This is an optimization exercise on Yosys and OpenROAD, whose aim is small area, not a production implementation.
RTL that was checked went through simulation tests only; none was proved equivalent to the original.
Power is estimated from default activity; no workload was simulated.

run 1:
## infix_expression_evaluator
module infix_expression_evaluator #(
	parameter int STACK_DEPTH = 16,
	parameter int VALUE_WIDTH = 32
) (
	input  wire logic        clk,
	input  wire logic        arst_n,
	input  wire logic        start,
	output logic             busy,
	input  wire logic [7:0]  symbol,
	input  wire logic        last,
	output logic             done,
	output logic [31:0]      value,
	output logic [1:0]       status
);
For scale: about 620 flip-flops, about 48 I/O pins.
clock: 9.0 ns
lec_check: 0
cap_margin: 20
core_margin: 2
core_utilization: 40
slew_margin: 20
standard.sh (not shown) runs the stock make flow with config.mk's settings and CLKGATE_MAP_FILE= SYNTH_SCRIPT=/design/flow/synth_recipe.tcl, a recipe that flattens the netlist after the stock synthesis.
==> flow/flow/run.sh <==
#!/bin/bash
# Layout flow: the standard flow (standard.sh, unchanged synthesis) with
# two settings passed through the environment:
#  - clock tree synthesis without dummy loads, with sink clusters of up to
#    20 flip-flops within 50 um, driven by clkbuf_8 cells;
#  - port buffers of the smallest buffer cell.
# The full output goes to standard.log in the work folder.
export CTS_ARGS="-sink_clustering_enable -repair_clock_nets -dont_use_dummy_load -sink_clustering_size 20 -sink_clustering_max_diameter 50 -buf_list sky130_fd_sc_hd__clkbuf_8"
export BUFFER_PORTS_ARGS="-buffer_cell sky130_fd_sc_hd__buf_1"
bash standard.sh > standard.log 2>&1
From the logs: run 1 reached the end of the flow and failed the layout checks with negative setup slack.
The following lists how run 2 was set up differently from run 1:
diff --git a/flow/design.v b/flow/design.v
--- a/flow/design.v
+++ b/flow/design.v
@@ -64,30 +64,21 @@
 	wire yal = (yrot == 5'd0);
 	wire dig_wait = is_dig && (err == E_OK) && !d_lt2 && !d_full && !yal;
 	assign busy = (state != S_IDLE) || dig_wait;
 	wire acc = start && !busy;
 	wire op_mul = (top_o == P_MUL);
 	wire op_div = (top_o == P_DIV);
 	wire op_sub = (top_o == P_SUB);
 	wire klast  = (yrot == 5'd31);
 	logic        c, m, inv, cin;
 	wire  [32:0] B  = ({X[31], X} & {33{m}}) ^ {33{inv}};
-	wire  [32:0] A  = {R[31:0], c};
-	logic [32:0] T;
-	logic [33:0] cy;
-	always_comb begin
-		cy[0] = cin;
-		for (int i = 0; i < 33; i++) begin
-			T[i] = A[i] ^ B[i] ^ cy[i];
-			cy[i+1] = (A[i] & B[i]) | (cy[i] & (A[i] ^ B[i]));
-		end
-	end
+	wire  [32:0] T  = {R[31:0], c} + B + 33'(cin);
 	always_comb begin
 		c = 1'b0; m = 1'b1; inv = 1'b0; cin = 1'b0;
 		case (state)
 			S_A1: begin inv = X[31]; cin = X[31]; end
 			S_ZC: begin inv = !X[31]; cin = !X[31]; end
 			S_A2: begin inv = neg; cin = neg; end
 			default: begin  
 				if (op_mul) begin
 					m = Y[31];
 				end else if (op_div) begin
## What came out
- Diff run 1 -> run 2: combinational-cell power consumption now sits higher; fmax now larger; initial standard-cell utilization of the core essentially unchanged; buffer count excluding the clock tree in the final layout lower.
- Run 2 against run 1: sequential group share of total power has decreased, area added between synthesis and finish moved down, wire length moved up, final hold slack moved down.
- The flow did not stop early for run 2: all stages ran, and the layout cleared the timing, DRC and antenna checks.
- Run 2 against run 1: detailed-route wire length on metal 1 up 1.5 mm; arrival time of data at the critical path endpoint went down 10.62 ns.
Function not checked in run 1: the RTL went through the layout flow alone.

========
== v6 ==
Another version of the RTL of infix_expression_evaluator (not shown whole).
Size: roughly 1300 cells after synthesis, roughly 640 flip-flops.
==> flow/config.mk <==
export PLATFORM = sky130hd
export DESIGN_NAME = infix_expression_evaluator
export DESIGN_NICKNAME = infix_expression_evaluator
export VERILOG_FILES = /design/flow/design.v
export SDC_FILE = /design/flow/constraint.sdc
export NUM_CORES = 4
export LEC_CHECK = 0
export CAP_MARGIN = 20
export CORE_MARGIN = 2
export CORE_UTILIZATION = 55
export SLEW_MARGIN = 20
==> flow/constraint.sdc <==
create_clock -name core_clock -period 9.0 [get_ports {clk}]
set_input_delay 1.8000 -clock core_clock [delete_from_list [all_inputs] [get_ports {clk}]]
set_output_delay 1.8000 -clock core_clock [all_outputs]
set_load 0.01 [all_outputs]
==> flow/flow/run.sh <==
#!/bin/bash
# Layout flow: the standard flow (standard.sh, unchanged synthesis) with
# two settings passed through the environment:
#  - clock tree synthesis without dummy loads, with sink clusters of up to
#    20 flip-flops within 45 um, driven by clkbuf_8 cells;
#  - port buffers of the smallest buffer cell.
# The full output goes to standard.log in the work folder.
export CTS_ARGS="-sink_clustering_enable -repair_clock_nets -dont_use_dummy_load -sink_clustering_size 20 -sink_clustering_max_diameter 45 -buf_list sky130_fd_sc_hd__clkbuf_8"
export BUFFER_PORTS_ARGS="-buffer_cell sky130_fd_sc_hd__buf_1"
bash standard.sh > standard.log 2>&1
Edits applied to the flow inputs when going from v6 to v7:
-- flow/design.v --
<<< v6, line 75
	wire  [15:0] Ah = {Ra[14:0], h ? rsave : c};
	wire  [15:0] Bh = (Xa & {16{m}}) ^ {16{inv}};
	logic [16:0] Th;
	logic [16:0] cy;
	always_comb begin
		cy[0] = h ? cf : cin;
		for (int i = 0; i < 16; i++) begin
			Th[i] = Ah[i] ^ Bh[i] ^ cy[i];
			cy[i+1] = (Ah[i] & Bh[i]) | (cy[i] & (Ah[i] ^ Bh[i]));
		end
		Th[16] = cy[16];
	end
	wire         T32 = Ra[15] ^ (Xa[15] & m) ^ inv ^ Th[16];    
	always_comb begin
>>> v7, line 75
	wire  [15:0] Ah = {Ra[14:0], h ? rsave : c};
	wire  [15:0] Bh = (Xa & {16{m}}) ^ {16{inv}};
	wire  [16:0] Th = {1'b0, Ah} + {1'b0, Bh} + 17'(h ? cf : cin);
	wire         T32 = Ra[15] ^ (Xa[15] & m) ^ inv ^ Th[16];    
	always_comb begin
[summary]
- Higher wire length of the first global-routing pass among v6 and v7: v7
- The die used by v7 is larger than the one used by v6.
- Core utilization of the finished layout (lower): v7
- In the final design statistics, v7 uses more standard cells in total than v6.
- Diff v6 -> v7 | multi-input combinational gate total | up by more than 10%
- Summary of v7 over v6: area of the multi-input gates went up by 13%; leakage power moved up.
- Summary: largest clock skew in the final design, v7 worse than v6
- Taking v6 as the reference, in v7 final period demand of the worst path has decreased, wire length increased about 1.8%, clock buffer instance count of the final layout went down by about 2%.
- v7 ends up with a delay of the slowest critical-path stage that is 0.48 ns higher than in v6.
No functional check of the RTL was part of v7.

[what the ideal ports hide]
In the flow no input, the clock included, has a driving cell. The finished layouts below were timed again as built, in two steps. Step 1 assumes that a clkbuf_16 drives the clock port and a buf_2 every other input. Step 2 adds t to the input delays and takes it off the output delays; t is the mean of the earliest and latest rising clock arrival at the registers after step 1. Input paths then give back, and output paths get back, about the clock's delay inside the block. Slacks: no drivers / after step 1 / after step 2; pairs: no drivers / after step 1.
run	t, ns	setup WS [ns]	slew at the worst register clock pin (ns)
run 1	0.653	-4.423 / -4.423 / -4.423	0.11 / 0.11
run 2	0.656	3.911 / 3.892 / 3.892	0.11 / 0.11
v6	0.627	0.329 / 0.329 / 0.329	0.11 / 0.11
v7	0.625	4.070 / 4.070 / 4.070	0.11 / 0.11
The setup slack of run 2, which loses most, moves by -0.019 ns with the drivers and by -0.019 ns with both steps.
